Source: an optimization exercise on an open RTL-to-GDS flow (aim: small area, a short achievable clock period and few clock cycles per item). Production flows keep margins and buffers that such runs may drop. Only simulation tests tie the RTL to the original design; equivalence was not proved.

==> flow/design.v (outline; a module is shown in full before it is edited, if it fits) <==
// module fmul_pipe: 288 lines
// module fmul_mul24: 1077 lines
// module fmul_add48: 321 lines
module fmul_pipe (
    input  logic        clk,
    input  logic        rst,
    input  logic        in_valid,
    output logic        in_ready,
    input  logic [31:0] in_a,
    input  logic [31:0] in_b,
    input  logic [1:0]  in_rm,
    input  logic [3:0]  in_tag,
    output logic        out_valid,
    input  logic        out_ready,
    output logic [31:0] out_res,
    output logic [4:0]  out_flags,
    output logic [3:0]  out_tag
);
  // ...
==> flow/flow/run.sh <==
#!/bin/bash
# Own layout flow: the standard ORFS flow (standard.sh, unchanged synthesis), with
#  - after synthesis, flow/polarity.py moves inverters off full-adder inputs where that
#    removes inverters (a full adder is self-dual; an XOR and an XNOR swap freely);
#    registers are not touched;
#  - the ports buffered by plain buffers instead of ORFS's default pick, a delay buffer:
#    buf_2, and then buf_1 on the inputs (flow/inbuf.tcl);
#  - clock tree synthesis without dummy loads;
set -euo pipefail
cd "$(dirname "$0")/.."
MARGIN=$(cat flow/margin.txt)
export BUFFER_PORTS_ARGS="-buffer_cell sky130_fd_sc_hd__buf_2"
export PRE_RESIZE_TCL="$PWD/flow/inbuf.tcl"
export SETUP_SLACK_MARGIN=$MARGIN
# Clock tree: larger sink clusters than the default, without dummy loads.
export CTS_ARGS="-sink_clustering_enable -sink_clustering_size 25 -sink_clustering_max_diameter 150 -repair_clock_nets -dont_use_dummy_load"
RES="$PWD/orfs/results/sky130hd/fmul_pipe/base"
bash standard.sh "$RES/1_2_yosys.v" > flow_synth.log 2>&1
cp "$RES/1_2_yosys.v" 1_2_yosys.orig.v
python3 flow/polarity.py 1_2_yosys.orig.v "$RES/1_2_yosys.v" > flow_polarity.log 2>&1
bash standard.sh SETUP_SLACK_MARGIN=$MARGIN finish > flow_make.log 2>&1
==> flow/flow/inbuf.tcl <==
# Sourced by ORFS's resize.tcl (PRE_RESIZE_TCL), after the ports were buffered with
# buf_2: an input port's buffer only drives the net into the design, so it becomes a
# buf_1; repair_design and the timing repair that follow size it up where needed.
set buf1 [[ord::get_db] findMaster sky130_fd_sc_hd__buf_1]
set block [ord::get_db_block]
foreach bterm [$block getBTerms] {
  if { [$bterm getIoType] ne "INPUT" } { continue }
  set net [$bterm getNet]
  if { $net eq "NULL" || [$net getSigType] eq "CLOCK" } { continue }
  foreach iterm [$net getITerms] {
    set inst [$iterm getInst]
    if { [[$inst getMaster] getName] eq "sky130_fd_sc_hd__buf_2" } {
      $inst swapMaster $buf1
    }
  }
}
==> flow/flow/margin.txt <==
27.75
==> flow/flow/polarity.py <==
#!/usr/bin/env python3
"""Remove inverters around full adders in a mapped sky130 netlist.

A full adder is self-dual: FA(~a, ~b, ~c) = (~SUM, ~COUT). Each adder may be flipped:
its inputs then take the complements and its outputs carry the complements. A two-input
XOR may likewise become an XNOR of the same size, which complements its output. Inverters
are contracted into parities on the connections; a search over the flips lowers the
number of signals that need an inverter, and the netlist is rebuilt with one inverter
per such signal. Registers and all other cells are untouched; the function is unchanged.

usage: polarity.py IN.v OUT.v
"""
import re, sys, random
from collections import defaultdict

INVT = re.compile(r'sky130_fd_sc_hd__(clk)?inv(lp)?_\d+$')
INV = 'sky130_fd_sc_hd__inv_1'
FAT = re.compile(r'sky130_fd_sc_hd__fa_\d+$')
# two-input XOR and XNOR of the same size swap freely: either gives the other's output inverted
XSWAP = {'sky130_fd_sc_hd__xor2_1': ('sky130_fd_sc_hd__xnor2_1', 'X', 'Y'),
         'sky130_fd_sc_hd__xnor2_1': ('sky130_fd_sc_hd__xor2_1', 'Y', 'X'),
         'sky130_fd_sc_hd__xor2_2': ('sky130_fd_sc_hd__xnor2_2', 'X', 'Y'),
         'sky130_fd_sc_hd__xnor2_2': ('sky130_fd_sc_hd__xor2_2', 'Y', 'X')}
inst_re = re.compile(r'^\s*(sky130_fd_sc_hd__\w+)\s+(\S+)\s*\((.*?)\);\s*$', re.S | re.M)
pin_re = re.compile(r'\.(\w+)\(\s*((?:\\\S+\s)|[^()]*?)\s*\)')
OUTP = {'X', 'Y', 'Q', 'Q_N', 'SUM', 'COUT', 'HI', 'LO'}

def main(src, dst):
    text = open(src).read()
    end = text.rindex('endmodule')
    insts, spans = [], []
    for mm in inst_re.finditer(text):
        pins = [[p, n.strip()] for p, n in pin_re.findall(mm.group(3))]
        insts.append({'type': mm.group(1), 'name': mm.group(2), 'pins': pins})
        spans.append((mm.start(), mm.end()))
    outs = set(re.findall(r'^\s*output\s+(?:\[[^\]]*\]\s*)?(\S+?);', text, re.M))
    def is_port(n):
        return n.split('[')[0].lstrip('\\').strip() in outs
    driver = {}
    for i, c in enumerate(insts):
        for k, (p, n) in enumerate(c['pins']):
            if p in OUTP:
                driver[n] = i
    isinv = [bool(INVT.match(c['type'])) for c in insts]
    isfa = [bool(FAT.match(c['type'])) for c in insts]
    def pin(c, p):
        return next(n for q, n in c['pins'] if q == p)
    # resolve a net through inverter chains: (root net, parity)
    def resolve(n):
        par = 0
        seen = 0
        while n in driver and isinv[driver[n]] and seen < 50:
            n = pin(insts[driver[n]], 'A'); par ^= 1; seen += 1
        return n, par
    # which inverters can go: those whose output feeds only contractible loads (not ports)
    # Every non-inverter input pin is a load on its resolved root with a parity.
    loads = defaultdict(list)   # root -> list of [inst, pinidx, parity]
    keep_inv = set()
    for i, c in enumerate(insts):
        if isinv[i]:
            y = pin(c, 'Y')
            if is_port(y):
                keep_inv.add(i)
            continue
        for k, (p, n) in enumerate(c['pins']):
            if p in OUTP or "'" in n:
                continue
            r, par = resolve(n)
            loads[r].append([i, k, par])
    # inverters kept (driving ports) keep their input as a load too
    for i in keep_inv:
        c = insts[i]
        r, par = resolve(pin(c, 'A'))
        loads[r].append([i, 0, par])
    fas = [i for i in range(len(insts)) if isfa[i] and all("'" not in n for _, n in insts[i]['pins'])]
    isx = [c['type'] in XSWAP for c in insts]
    fas += [i for i in range(len(insts)) if isx[i]]
    # never flip a cell that drives a port
    fas = [i for i in fas if not any(p in OUTP and is_port(n) for p, n in insts[i]['pins'])]
    fidx = {i: j for j, i in enumerate(fas)}
    flip = [0] * len(fas)
    # signals touching each FA
    touch = defaultdict(set)
    for r, ls in loads.items():
        d = driver.get(r)
        if d is not None and d in fidx:
            touch[d].add(r)
        for (i, k, par) in ls:
            if i in fidx and not isx[i]:
                touch[i].add(r)
    def f_of(i):
        j = fidx.get(i)
        return flip[j] if j is not None else 0
    def f_load(i):
        # a flipped XOR keeps its inputs; only a flipped adder wants complemented inputs
        return 0 if isx[i] else f_of(i)
    def cost_sig(r):
        d = driver.get(r)
        fd = f_of(d) if d is not None else 0
        need = 0
        for (i, k, par) in loads[r]:
            if par ^ f_load(i) ^ fd:
                need = 1
                break
        return need
    total = sum(cost_sig(r) for r in loads)
    start = total
    best, bestflip = total, list(flip)
    rng = random.Random(1)
    T = 1.0
    steps = 300 * len(fas)
    for s in range(steps):
        j = rng.randrange(len(fas)); i = fas[j]
        sig = touch[i]
        before = sum(cost_sig(r) for r in sig)
        flip[j] ^= 1
        after = sum(cost_sig(r) for r in sig)
        d = after - before
        if d <= 0 or rng.random() < pow(2.718, -d / T):
            total += d
            if total < best:
                best, bestflip = total, list(flip)
        else:
            flip[j] ^= 1
        T = max(0.05, 1.0 * (1 - s / steps))
    flip[:] = bestflip
    # rebuild: every non-kept inverter goes; one inverter per signal that needs one
    invnet = {}
    newinst = []
    cnt = [0]
    def inv_of(r):
        if r not in invnet:
            cnt[0] += 1
            y = f'_pol{cnt[0]}_'
            invnet[r] = y
            newinst.append({'type': INV, 'name': f'_polinv{cnt[0]}_', 'pins': [['A', r], ['Y', y]]})
        return invnet[r]
    alive = [not isinv[i] or i in keep_inv for i in range(len(insts))]
    for r, ls in loads.items():
        d = driver.get(r)
        fd = f_of(d) if d is not None else 0
        for (i, k, par) in ls:
            need = par ^ f_load(i) ^ fd
            insts[i]['pins'][k][1] = inv_of(r) if need else r
    for i in range(len(insts)):
        if isx[i] and f_of(i):
            nt, po, pn = XSWAP[insts[i]['type']]
            insts[i]['type'] = nt
            for e in insts[i]['pins']:
                if e[0] == po:
                    e[0] = pn
    # flipped adders: nothing else to change (their pins now read the right parity,
    # and their outputs are read with the parity folded in above)
    out = []
    pos = 0
    for (s_, e), c, a in zip(spans, insts, alive):
        out.append(text[pos:s_]); pos = e
        if a:
            out.append(fmt(c))
    out.append(text[pos:end])
    for c in newinst:
        out.append('\n' + fmt(c))
    out.append('\n' + text[end:])
    res = ''.join(out)
    hdr_end = res.index(');', res.index('module')) + 2
    decl = ''.join(f'  wire {c["pins"][1][1]};\n' for c in newinst)
    res = res[:hdr_end] + '\n' + decl + res[hdr_end:]
    open(dst, 'w').write(res)
    ninv0 = sum(isinv)
    ninv1 = sum(1 for i in range(len(insts)) if isinv[i] and alive[i]) + len(newinst)
    sys.stderr.write(f'polarity: signals needing an inverter {start} -> {best}; inverters {ninv0} -> {ninv1}\n')

def fmt(c):
    body = ',\n'.join(f'    .{p}({n}{" " if n.startswith(chr(92)) and not n.endswith(" ") else ""})' for p, n in c['pins'])
    return f"  {c['type']} {c['name']} (\n{body}\n  );"

if __name__ == '__main__':
    main(sys.argv[1], sys.argv[2])
==> flow/standard.sh <==
#!/bin/bash
# synth_recipe.tcl (not shown) runs the flow's synth.tcl, then flattens the netlist and writes it again
# the make line also repeats each setting of config.mk as NAME=value (left out here)
make -C /OpenROAD-flow-scripts/flow DESIGN_CONFIG=/design/flow/config.mk WORK_HOME=/design/flow/orfs CLKGATE_MAP_FILE= SYNTH_SCRIPT=/design/flow/synth_recipe.tcl "${@:-finish}"
==> flow/config.mk <==
export PLATFORM = sky130hd
export DESIGN_NAME = fmul_pipe
export DESIGN_NICKNAME = fmul_pipe
export VERILOG_FILES = /design/flow/design.v
export SDC_FILE = /design/flow/constraint.sdc
export NUM_CORES = 4
export LEC_CHECK = 0
export ABC_AREA = 1
export CAP_MARGIN = 0
export CORE_MARGIN = 2
export CORE_UTILIZATION = 65
export SLEW_MARGIN = 0
==> flow/constraint.sdc <==
create_clock -name core_clock -period 36.0 [get_ports {clk}]
set_input_delay 7.2000 -clock core_clock [delete_from_list [all_inputs] [get_ports {clk}]]
set_output_delay 7.2000 -clock core_clock [all_outputs]
set_load 0.01 [all_outputs]
==> results.sh, run 1 <==
export IMPL_holdCritPathClass="reg -> reg"
export IMPL_grt_busiest_layer="met2"
export IMPL_die_w_um=199
export IMPL_drive_gt1_frac=0.0803
export IMPL_holdBufCountCts=0
export IMPL_numCtsBuffers=12
export IMPL_grtUsageMet1=0.514
export IMPL_synth_warning_count=1
export IMPL_skew_ns=0.0268
export IMPL_grt_pass1_vias=21300
export IMPL_tns_ns=0
export IMPL_final_util=0.704
export IMPL_cp_startpoint="o_q[25]"
export IMPL_path_class="reg -> out"
export IMPL_core_area_um2=37600
export IMPL_crit_slowest_cell="edfxtp_1"
export IMPL_nClkBuffers=12
export IMPL_multiInputGateArea_um2=17100
export IMPL_rsz0062_at_grt="yes"
export IMPL_clock_latency_ns=0.49
export IMPL_slew_viol_final=0
export IMPL_hpwlAfterDp_mm=58.3
export IMPL_drt_antenna_violating_nets=0
export IMPL_synth_cells=2738
export IMPL_area_growth_pct=7.02
export IMPL_cts_resized_gates=19
export IMPL_timing_fmax_mhz=121
export IMPL_grt_pass1_wl_mm=120
export IMPL_stdcell_area_um2=26400
export IMPL_met1_length_mm=29.4
export IMPL_vias=21600
export IMPL_status="no timing/DRC/antenna violations"
export IMPL_die_area_um2=39600
Testbench counts, summed over its fixed seeds: cycles 32,024, items 32,000.
==> run 2: changes to the inputs <==
==> flow/flow/margin.txt (replaced) <==
27.72
--- a/flow/config.mk
+++ b/flow/config.mk
@@ -7,6 +7,6 @@
 export LEC_CHECK = 0
 export ABC_AREA = 1
-export CAP_MARGIN = 0
+export CAP_MARGIN = 20
 export CORE_MARGIN = 2
-export CORE_UTILIZATION = 65
-export SLEW_MARGIN = 0
+export CORE_UTILIZATION = 68
+export SLEW_MARGIN = 20
==> run 2 against run 1 <==
Compared with the run above:
- design area about the same
- maximum frequency up 0.27%
- area after synthesis unchanged
- hold slack worse by 0.0045 ns
- largest cell class unchanged
- still clean
- critical path type unchanged
- register-to-register slack better by 0.05 ns
- clock skew up 0.0057 ns
- critical endpoint is now out_res[17]
- die area down 4.3%
- routed wire length up 0.42%
- global-route usage up 1.9 points
==> results.sh, run 2 <==
export IMPL_status="no timing/DRC/antenna violations"
export IMPL_fillerInstances=2652
export IMPL_timing_fmax_mhz=121
export IMPL_overflow=0
export IMPL_tns_ns=0
export IMPL_clk_path_buf_depth=3
export IMPL_antenna_found_initial=0
export IMPL_place_area_um2=25500
export IMPL_fin_crit_sh=0.229
export IMPL_clock_latency_ns=0.49
export IMPL_gp_congestion=1.01
export IMPL_grt_pass1_wl_mm=123
export IMPL_worst_ep_arrival_time_ns=1.06
export IMPL_finalSetupViolCount=0
export IMPL_area_growth_pct=6.99
export IMPL_final_nets=3297
export IMPL_rsz0062_at_grt="yes"
export IMPL_grt_pass1_vias=21900
export IMPL_hpwlAfterDp_mm=57.9
export IMPL_grt_usage=0.426
export IMPL_crit_family="flip-flops"
export IMPL_maxCapViolCount=0
export IMPL_reg_top3="k_q (41), o_q (41), w8_q (33)"
export IMPL_crit_path_max_incr_delay_ns=0.41
export IMPL_core_area_um2=35700
export IMPL_final_cell_mix="366 x nand2_1, 284 x o22ai_1, 279 x fa_1"
export IMPL_relSlewSlack=0.216
export IMPL_path_clk_slew_ns=0.11
export IMPL_cts_max_level=1
export IMPL_crit_buf_inv=1
export IMPL_crit_chain="buf_2"
export IMPL_final_util=0.742
export IMPL_layout_commonest_cell="nand2_1"
export IMPL_grt_max_degree=78
export IMPL_avgSynthCellArea_um2=9.03
export IMPL_drt_antenna_violating_nets=0
export IMPL_viasPerCell=6.73
export IMPL_crit_slowest_cell="edfxtp_1"
export IMPL_clock_sinks=213
export IMPL_slew_viol_final=0
export IMPL_synth_cells=2738
export IMPL_drc=0
export IMPL_cts_tree="done"
export IMPL_worst_slew_pin_slew_ns=1.17
export IMPL_start_kind="register"
export IMPL_n_antenna_cell=0
export IMPL_port_buffers=116
export IMPL_syn_area_um2=24700
export IMPL_die_height_um=195
export IMPL_synth_warning_count=1
export IMPL_skew_ns=0.0325
export IMPL_cp_max_fo=1
export IMPL_drive_gt1_frac=0.0828
export IMPL_regArea_um2=5960
export IMPL_multiInputGateArea_um2=17100
export IMPL_setup_worst_path_end_class="output pin"
export IMPL_ios=117
export IMPL_die_w_um=195
export IMPL_drt_iter0_drc=2948
export IMPL_path_class="reg -> out"
export IMPL_critPathRequiredTime_ns=28.80
export IMPL_die_area_um2=37900
export IMPL_cts_root_buf="clkbuf_16"
export IMPL_firstDrtPassIters=7
export IMPL_fin_crit_ns=8.26
export IMPL_hold_viol_final=0
export IMPL_vias=21900
export IMPL_numCtsBuffers=12
export IMPL_holdCritPathClass="reg -> reg"
export IMPL_post_drt_wl_per_cell_um=25.0
export IMPL_stdcell_area_um2=26400
export IMPL_start_util=0.693
export IMPL_fp_row_count=69
export IMPL_wirelength_mm=81.3
export IMPL_synth_fp_nets=3244
-- run 2: area by class of cell --
type	count	share of cell area
multi-input combinational	2067	0.647
sequential	213	0.225
timing repair buffer	217	0.0521
inverter	273	0.0409
tap	461	0.0218
clock buffer	12	0.0114
timing repair inverter	7	0.00170
-- run 2: per-stage QoR --
step	worst slack, ns	hold slack [ns]	instances
final	27.74	0.422	3250
after global routing	27.69	0.436	3250
after CTS	27.70	0.422	3217
after detailed placement	27.18	0.406	3191
after global placement	27.33	0.402	3191
after floorplan	27.72	0.400	2738
-- run 2: timing repair --
item,4_1_cts,5_1_grt
gates cloned,4,5
endpoints found under the setup margin,14,75
gates resized for setup,16,67
buffers inserted,10,28
pin swaps,1,7
hold buffers,0,0
hold endpoints to repair,0,0
-- run 2: final timing paths --
path / from / end / slack [ns] / cells past startpoint
setup / recovery: o_q[26] / out_res[17] / 27.74 / 1
hold / removal: rm0_q[1] / rm1_q[1] / 0.42 / 0
setup reg to reg: a0_q[7] / w8_q[7] / 27.96 / 29
hold reg to reg: rm0_q[1] / rm1_q[1] / 0.42 / 0
max in group asynchronous: rst / sv_q / 29.31 / 2
min in group asynchronous: rst / ov_q / 6.55 / 2
-- run 2: metal layers --
layer  vias up  global-route usage  share of wire
met4         2               0.234          0.073
met3       501               0.126           0.13
met1     10400               0.532           0.35
li1       9368                   -              -
met5         -                   0        0.00037
met2      1662               0.670           0.44
==> run 3: changes to the inputs <==
==> flow/flow/margin.txt (replaced) <==
27.75
--- a/flow/config.mk
+++ b/flow/config.mk
@@ -10,3 +10,4 @@
 export CORE_MARGIN = 2
 export CORE_UTILIZATION = 68
+export PLACE_DENSITY = 0.9
 export SLEW_MARGIN = 20
==> run 3 against run 2 <==
Compared with the run above:
- via count increased by 1.5%
- sequential share of layout area grew 0.12 points
- hold slack better by 0.0047 ns
- routed wire length grew 0.79%
- clock skew fell by 0.00078 ns
- area after synthesis is the same
- non-clock buffer count down 12
- design area shrank 0.55%
- critical endpoint is now out_res[19]
==> results.sh, run 3 <==
export IMPL_ios=117
export IMPL_r2r_cells=30
export IMPL_crit_family="flip-flops"
export IMPL_status="no timing/DRC/antenna violations"
export IMPL_drc=0
export IMPL_post_drt_wl_per_cell_um=25.3
export IMPL_overflow=0
export IMPL_cp_num_cells=1
export IMPL_fp_row_count=69
export IMPL_rsz0062_at_grt="yes"
export IMPL_reg2reg_from="a0_q[28]"
export IMPL_clock_latency_ns=0.48
export IMPL_start_kind="register"
export IMPL_wirelength_mm=81.9
export IMPL_die_height_um=195
export IMPL_grt_pass1_wl_mm=125
export IMPL_syn_area_um2=24700
export IMPL_tns_ns=0
export IMPL_crit_buf_inv=1
export IMPL_crit_slowest_cell="edfxtp_1"
export IMPL_relSlewSlack=0.275
export IMPL_die_area_um2=37900
export IMPL_r2r_end="w8_q[18]"
export IMPL_hold_depth=0
export IMPL_grt_usage=0.429
export IMPL_final_nets=3284
export IMPL_crit_path_max_incr_delay_ns=0.42
export IMPL_cts_tree="done"
export IMPL_area_growth_pct=6.40
export IMPL_skew_ns=0.0318
export IMPL_holdCritPathClass="reg -> reg"
export IMPL_hold_start="tag0_q[3]"
export IMPL_path_clk_slew_ns=0.11
export IMPL_antenna_found_initial=2
export IMPL_drt_antenna_violating_nets=0
export IMPL_crit_chain="buf_2"
export IMPL_hpwlAfterDp_mm=57.0
export IMPL_grt_pass1_vias=22100
export IMPL_path_class="reg -> out"
export IMPL_final_cell_mix="366 x nand2_1, 284 x o22ai_1, 278 x fa_1"
export IMPL_hold_worst_slack_ns=0.426
export IMPL_grt_max_degree=90
export IMPL_firstDrtPassIters=7
export IMPL_die_w_um=195
export IMPL_cp_max_fo=1
export IMPL_clock_sinks=213
export IMPL_drive_gt1_frac=0.0767
export IMPL_synth_cells=2738
export IMPL_worst_ep_arrival_time_ns=1.07
export IMPL_reg_top3="k_q (41), o_q (41), w8_q (33)"
export IMPL_worst_slew_pin_slew_ns=1.09
export IMPL_cts_root_buf="clkbuf_16"
export IMPL_slew_viol_final=0
export IMPL_fin_crit_sh=0.230
export IMPL_synth_warning_count=1
export IMPL_finalSetupViolCount=0
export IMPL_clk_path_buf_depth=3
export IMPL_start_util=0.693
export IMPL_gp_congestion=1.00
export IMPL_core_area_um2=35700
export IMPL_fin_crit_ns=8.27
export IMPL_vias=22200
export IMPL_cts_max_level=1
export IMPL_avgSynthCellArea_um2=9.03
export IMPL_setup_worst_path_end_class="output pin"
export IMPL_maxCapViolCount=0
export IMPL_r2r_slack_ns=27.95
export IMPL_synth_fp_nets=3244
export IMPL_critPathRequiredTime_ns=28.80
export IMPL_viasPerCell=6.86
export IMPL_holdBufCountCts=0
export IMPL_timing_fmax_mhz=121
export IMPL_layout_commonest_cell="nand2_1"
export IMPL_hold_end="tag1_q[3]"
export IMPL_numCtsBuffers=12
export IMPL_hold_viol_final=0
export IMPL_port_buffers=116
export IMPL_drt_iter0_drc=3589
[run 3: how the worst max path moves through the flow]
| stage | startpoint | to | slack [ns] |
|---|---|---|---|
| after global routing | b0_q[7] | w8_q[9] | 27.64 |
| after CTS | out_ready | o_q[0] | 27.74 |
| after detailed placement | a0_q[29] | stx1_q | 27.15 |
| after global placement | out_ready | rdy_q | 27.37 |
| after floorplan | out_ready | o_q[0] | 27.73 |
| final | o_q[28] | out_res[19] | 27.73 |
[run 3: layout make-up]
type	count	area, um2
multi-input combinational	2067	17100
fill	2558	9360
sequential	213	5960
timing repair buffer	205	1280
inverter	273	1060
tap	461	577
clock buffer	12	300
timing repair inverter	6	40.0
antenna	1	2.50
[run 3: worst reg2reg max path: cells and delay by family (launching register included)]
family                     cells  cell delay (ns)
adders and majority gates     11             3.90
buffers and inverters         10             2.02
AOI/OAI and AO/OA              3             0.92
and+or+nand+nor                6             0.55
DFF                            1             0.41
[run 3: timing repair]
| item | 4_1_cts | 5_1_grt |
|---|---|---|
| gates resized for setup | 10 | 64 |
| setup endpoints to repair | 33 | 85 |
| pin swaps | 1 | 7 |
| cloned | 0 | 7 |
| setup buffers | 7 | 16 |
[run 3: per-stage QoR]
stage	utilization	instance area [um2]	std cells	setup slack, ns
4_1_cts	0.726	25900	3212	27.74
2_1_floorplan	-	24700	2738	27.73
5_1_grt	0.737	26300	3237	27.64
6_report	0.738	26300	3238	27.73
3_3_place_gp	0.718	25600	3193	27.37
3_5_place_dp	0.715	25500	3193	27.15
[run 3: routing by layer]
metal | vias to the layer above | wire (um) | track usage
met2 | 1911 | 35200 | 0.647
met4 | 4 | 5010 | 0.195
met1 | 10500 | 29600 | 0.571
li1 | 9326 | - | -
met3 | 468 | 12000 | 0.135
met5 | - | 90 | 0.0153
==> run 4: changes to the inputs <==
--- a/flow/config.mk
+++ b/flow/config.mk
@@ -9,5 +9,4 @@
 export CAP_MARGIN = 20
 export CORE_MARGIN = 2
-export CORE_UTILIZATION = 68
-export PLACE_DENSITY = 0.9
+export CORE_UTILIZATION = 65
 export SLEW_MARGIN = 20
==> run 4 against run 3 <==
Compared with the run above:
- still clean
- global-route usage fell by 2.2 points
- sequential share of layout area down 0.13 points
- die area grew 4.5%
- setup slack got worse by 0.012 ns
- clock skew fell by 0.0053 ns
- design area up 0.58%
- area after synthesis did not move
- highest routed layer is now met4
==> results.sh, run 4 <==
export IMPL_r2r_end="stx1_q"
export IMPL_start_kind="register"
export IMPL_hold_start="rm0_q[1]"
export IMPL_worst_ep_arrival_time_ns=1.08
export IMPL_crit_slowest_cell="edfxtp_1"
export IMPL_slew_viol_final=0
export IMPL_worst_slew_pin_slew_ns=1.25
export IMPL_clk_path_buf_depth=3
export IMPL_wirelength_mm=80.9
export IMPL_setup_worst_path_end_class="output pin"
export IMPL_cts_tree="done"
export IMPL_post_drt_wl_per_cell_um=24.6
export IMPL_path_class="reg -> out"
export IMPL_path_clk_slew_ns=0.09
export IMPL_fin_crit_ns=8.28
export IMPL_syn_area_um2=24700
export IMPL_timing_fmax_mhz=121
export IMPL_finalSetupViolCount=0
export IMPL_grt_pass1_vias=21300
export IMPL_clock_sinks=213
export IMPL_die_height_um=199
export IMPL_grt_max_degree=81
export IMPL_holdBufCountCts=0
export IMPL_status="no timing/DRC/antenna violations"
export IMPL_regArea_um2=5960
export IMPL_hold_end="rm1_q[1]"
export IMPL_skew_ns=0.0264
export IMPL_cts_root_buf="clkbuf_16"
export IMPL_crit_chain="buf_2"
export IMPL_reg_top3="k_q (41), o_q (41), w8_q (33)"
export IMPL_fin_crit_sh=0.230
export IMPL_area_growth_pct=7.02
export IMPL_critPathRequiredTime_ns=28.80
export IMPL_overflow=0
export IMPL_final_nets=3286
export IMPL_vias=21600
export IMPL_drc=0
export IMPL_clock_latency_ns=0.49
export IMPL_reg2reg_from="a0_q[28]"
export IMPL_gp_congestion=0.991
export IMPL_layout_commonest_cell="nand2_1"
export IMPL_tns_ns=0
export IMPL_hpwlAfterDp_mm=58.3
export IMPL_ios=117
export IMPL_viasPerCell=6.57
export IMPL_firstDrtPassIters=6
export IMPL_synth_warning_count=1
export IMPL_drt_antenna_violating_nets=0
export IMPL_fillerInstances=3002
export IMPL_hold_worst_slack_ns=0.426
export IMPL_hold_viol_final=0
export IMPL_avgSynthCellArea_um2=9.03
export IMPL_final_cell_mix="366 x nand2_1, 284 x o22ai_1, 279 x fa_1"
export IMPL_start_util=0.658
export IMPL_crit_path_max_incr_delay_ns=0.43
export IMPL_cts_max_level=1
export IMPL_rsz0062_at_grt="yes"
export IMPL_numCtsBuffers=12
export IMPL_r2r_slack_ns=27.88
export IMPL_hold_depth=0
export IMPL_relSlewSlack=0.164
export IMPL_die_area_um2=39600
export IMPL_core_area_um2=37600
export IMPL_synth_fp_nets=3244
export IMPL_multiInputGateArea_um2=17100
export IMPL_synth_cells=2738
export IMPL_grt_usage=0.407
export IMPL_holdCritPathClass="reg -> reg"
export IMPL_cp_max_fo=1
export IMPL_fp_row_count=71
export IMPL_n_antenna_cell=0
export IMPL_crit_buf_inv=1
export IMPL_die_w_um=199
export IMPL_crit_family="flip-flops"
export IMPL_port_buffers=116
export IMPL_antenna_found_initial=0
export IMPL_r2r_cells=28
export IMPL_maxCapViolCount=0
export IMPL_grt_pass1_wl_mm=120
export IMPL_drive_gt1_frac=0.0803
export IMPL_drt_iter0_drc=2706
==> run 4: changes by cell type in the layout (fill, tap and decap cells not counted), sizes merged <==
| cell | previous run | this run |
|---|---|---|
| inv | 263 | 257 |
| buf | 203 | 200 |
| clkinvlp | 16 | 24 |
| clkbuf | 14 | 17 |
| diode | 1 | 0 |
==> run 4: what timing repair did <==
item,in CTS,in global routing
cloned,3,8
resized for setup,19,65
pin swaps,1,8
setup endpoints to repair,29,93
setup buffers,12,15
==> run 4: cell type report <==
type | instances | area share
tap | 511 | 0.0242
timing repair inverter | 8 | 0.00189
sequential | 213 | 0.225
timing repair buffer | 205 | 0.0493
multi-input combinational | 2067 | 0.647
clock buffer | 12 | 0.0114
inverter | 273 | 0.0412
==> run 4: metrics by stage <==
stage	std cells	instance area, um2	util	setup slack [ns]
2_1_floorplan	2738	24700	-	27.73
3_3_place_gp	3239	25600	0.682	27.30
3_5_place_dp	3239	25500	0.680	27.20
4_1_cts	3266	26000	0.692	27.70
5_1_grt	3289	26400	0.704	27.67
6_report	3289	26400	0.704	27.72
==> run 4: worst register-to-register path, delay by kind of cell (launching register included) <==
kind	cells	cell delay [ns]
AO/OA/AOI/OAI	2	0.91
adder cells (fa/ha/maj)	14	5.24
buffers and inverters	7	0.92
flip-flops	1	0.40
AND/OR/NAND/NOR	5	0.42
==> run 4: how the worst max path moves through the flow <==
stage | startpoint | slack [ns] | cells past startpoint | endpoint
finish | o_q[25] | 27.72 | 1 | out_res[16]
global route | a0_q[28] | 27.67 | 30 | stx1_q
CTS | o_q[25] | 27.70 | 1 | out_res[16]
detailed placement | a0_q[29] | 27.20 | 36 | w8_q[11]
global placement | out_ready | 27.30 | 5 | rdy_q
floorplan | out_ready | 27.73 | 2 | o_q[0]
==> run 4: per-layer routing <==
layer  track usage  vias to the layer above  routed length, um
met2         0.635                     1515              35800
met3         0.115                      447               9800
met4         0.225                        0               5630
met1         0.514                    10300              29600
li1              -                     9326                  -
met5             0                        -                  0
==> run 5: changes to the inputs <==
--- a/flow/config.mk
+++ b/flow/config.mk
@@ -10,3 +10,4 @@
 export CORE_MARGIN = 2
 export CORE_UTILIZATION = 65
+export PLACE_DENSITY = 0.85
 export SLEW_MARGIN = 20
==> run 5 against run 4 <==
Compared with the run above:
- still clean on timing, DRC and antenna
- via count rose by 2.3%
- clock skew rose by 0.0042 ns
- sequential cell count did not move
- routed wire length fell by 1.8%
- global-route usage fell by 0.59 points
- first-iteration DRC count rose by 10%
- clock-buffer cell count did not move
- critical path type unchanged
- critical endpoint is now out_res[14]
==> results.sh, run 5 <==
export IMPL_hold_viol_final=0
export IMPL_cts_root_buf="clkbuf_16"
export IMPL_drc=0
export IMPL_drt_antenna_violating_nets=0
export IMPL_holdCritPathClass="reg -> reg"
export IMPL_cts_max_level=1
export IMPL_skew_ns=0.0306
export IMPL_crit_family="flip-flops"
export IMPL_die_w_um=199
export IMPL_avgSynthCellArea_um2=9.03
export IMPL_fin_crit_sh=0.229
export IMPL_setup_worst_path_end_class="output pin"
export IMPL_grt_max_degree=71
export IMPL_antenna_found_initial=1
export IMPL_post_drt_wl_per_cell_um=24.1
export IMPL_grt_pass1_wl_mm=120
export IMPL_crit_buf_inv=1
export IMPL_crit_slowest_cell="edfxtp_1"
export IMPL_path_class="reg -> out"
export IMPL_path_clk_slew_ns=0.09
export IMPL_tns_ns=0
export IMPL_relSlewSlack=0.193
export IMPL_firstDrtPassIters=8
export IMPL_hpwlAfterDp_mm=55.8
export IMPL_synth_cells=2738
export IMPL_rsz0062_at_grt="yes"
export IMPL_reg_top3="k_q (41), o_q (41), w8_q (33)"
export IMPL_crit_chain="buf_2"
export IMPL_die_area_um2=39600
export IMPL_cts_tree="done"
export IMPL_final_cell_mix="366 x nand2_1, 284 x o22ai_1, 280 x fa_1"
export IMPL_worst_ep_arrival_time_ns=1.04
export IMPL_status="no timing/DRC/antenna violations"
export IMPL_n_antenna_cell=0
export IMPL_ios=117
export IMPL_core_area_um2=37600
export IMPL_timing_fmax_mhz=121
export IMPL_viasPerCell=6.71
export IMPL_synth_warning_count=1
export IMPL_vias=22100
export IMPL_finalSetupViolCount=0
export IMPL_overflow=0
export IMPL_grt_pass1_vias=22000
export IMPL_crit_path_max_incr_delay_ns=0.41
export IMPL_wirelength_mm=79.4
export IMPL_clock_latency_ns=0.49
export IMPL_final_nets=3293
export IMPL_synth_fp_nets=3244
export IMPL_critPathRequiredTime_ns=28.80
export IMPL_die_height_um=199
export IMPL_area_growth_pct=6.80
export IMPL_slew_viol_final=0
export IMPL_cp_max_fo=1
export IMPL_maxCapViolCount=0
export IMPL_start_kind="register"
export IMPL_fin_crit_ns=8.24
export IMPL_fp_row_count=71
export IMPL_grt_usage=0.401
export IMPL_hold_worst_slack_ns=0.427
export IMPL_gp_congestion=1.03
export IMPL_drt_iter0_drc=2981
export IMPL_drive_gt1_frac=0.0772
export IMPL_port_buffers=116
export IMPL_worst_slew_pin_slew_ns=1.20
export IMPL_clock_sinks=213
export IMPL_start_util=0.658
export IMPL_layout_commonest_cell="nand2_1"
export IMPL_syn_area_um2=24700
export IMPL_numCtsBuffers=12
export IMPL_clk_path_buf_depth=3
[run 5: final timing paths]
check	startpoint	to	slack (ns)	cells after the start
min in group asynchronous	rst	v0_q	6.56	2
hold / removal	tag0_q[0]	tag1_q[0]	0.43	0
max in group asynchronous	rst	sv_q	29.30	2
setup / recovery	o_q[23]	out_res[14]	27.76	1
setup reg to reg	b0_q[7]	w8_q[9]	27.95	30
hold reg to reg	tag0_q[0]	tag1_q[0]	0.43	0
[run 5: area by class of cell]
type / instances / area (um2)
multi-input combinational: 2067 / 17100
fill: 2817 / 11200
sequential: 213 / 5960
timing repair buffer: 216 / 1340
inverter: 273 / 1060
tap: 511 / 639
clock buffer: 12 / 300
timing repair inverter: 4 / 25.0
[run 5: repair_timing]
item                                    4_1_cts  5_1_grt
pin swaps                                     1        6
setup buffers                                 6       22
cloned                                        2        4
hold buffers                                  0        0
resized for setup                            13       41
endpoints found under the setup margin       10       73
[run 5: layer usage]
layer	up-vias	track usage	wire, um
li1	9353	-	-
met4	2	0.210	5820
met3	522	0.147	12600
met2	1930	0.597	33200
met5	-	0	11
met1	10300	0.513	27700
[run 5: stage by stage]
step | worst slack, ns | area [um2] | utilization | cells
3_5_place_dp | 27.11 | 25600 | 0.682 | 3250
6_report | 27.76 | 26400 | 0.702 | 3296
2_1_floorplan | 27.73 | 24700 | - | 2738
5_1_grt | 27.73 | 26400 | 0.702 | 3296
4_1_cts | 27.74 | 26000 | 0.693 | 3270
3_3_place_gp | 27.38 | 25700 | 0.684 | 3250

-- what the ideal ports hide --
No port has a modelled driver above. Below, the same layouts with a new extraction and two added sets of constraints.
Step 1 assumes that a clkbuf_16 drives the clock port and a buf_2 every other input.
Step 2 also shifts input and output timing later by t, the mid clock arrival at the registers, as if the neighbouring blocks saw the same clock.
a / b / c = ideal ports / drivers / drivers and shift; a / b = the first two.
run	shift t [ns]	setup WS [ns]	worst hold slack (ns)	worst register clock-pin slew, ns
run 1	0.540	27.718 / 27.657 / 27.634	0.426 / 0.426 / 0.426	0.10 / 0.10
run 2	0.536	27.740 / 27.680 / 27.586	0.422 / 0.422 / 0.422	0.11 / 0.11
run 3	0.512	27.731 / 27.684 / 27.618	0.426 / 0.426 / 0.426	0.11 / 0.11
run 4	0.540	27.719 / 27.658 / 27.640	0.426 / 0.426 / 0.426	0.10 / 0.10
run 5	0.519	27.761 / 27.713 / 27.617	0.427 / 0.427 / 0.427	0.11 / 0.11
After both steps setup and hold are still met in every run listed. For run 2, which loses most, drivers alone change the setup slack by -0.060 ns; drivers and shift together by -0.154 ns.
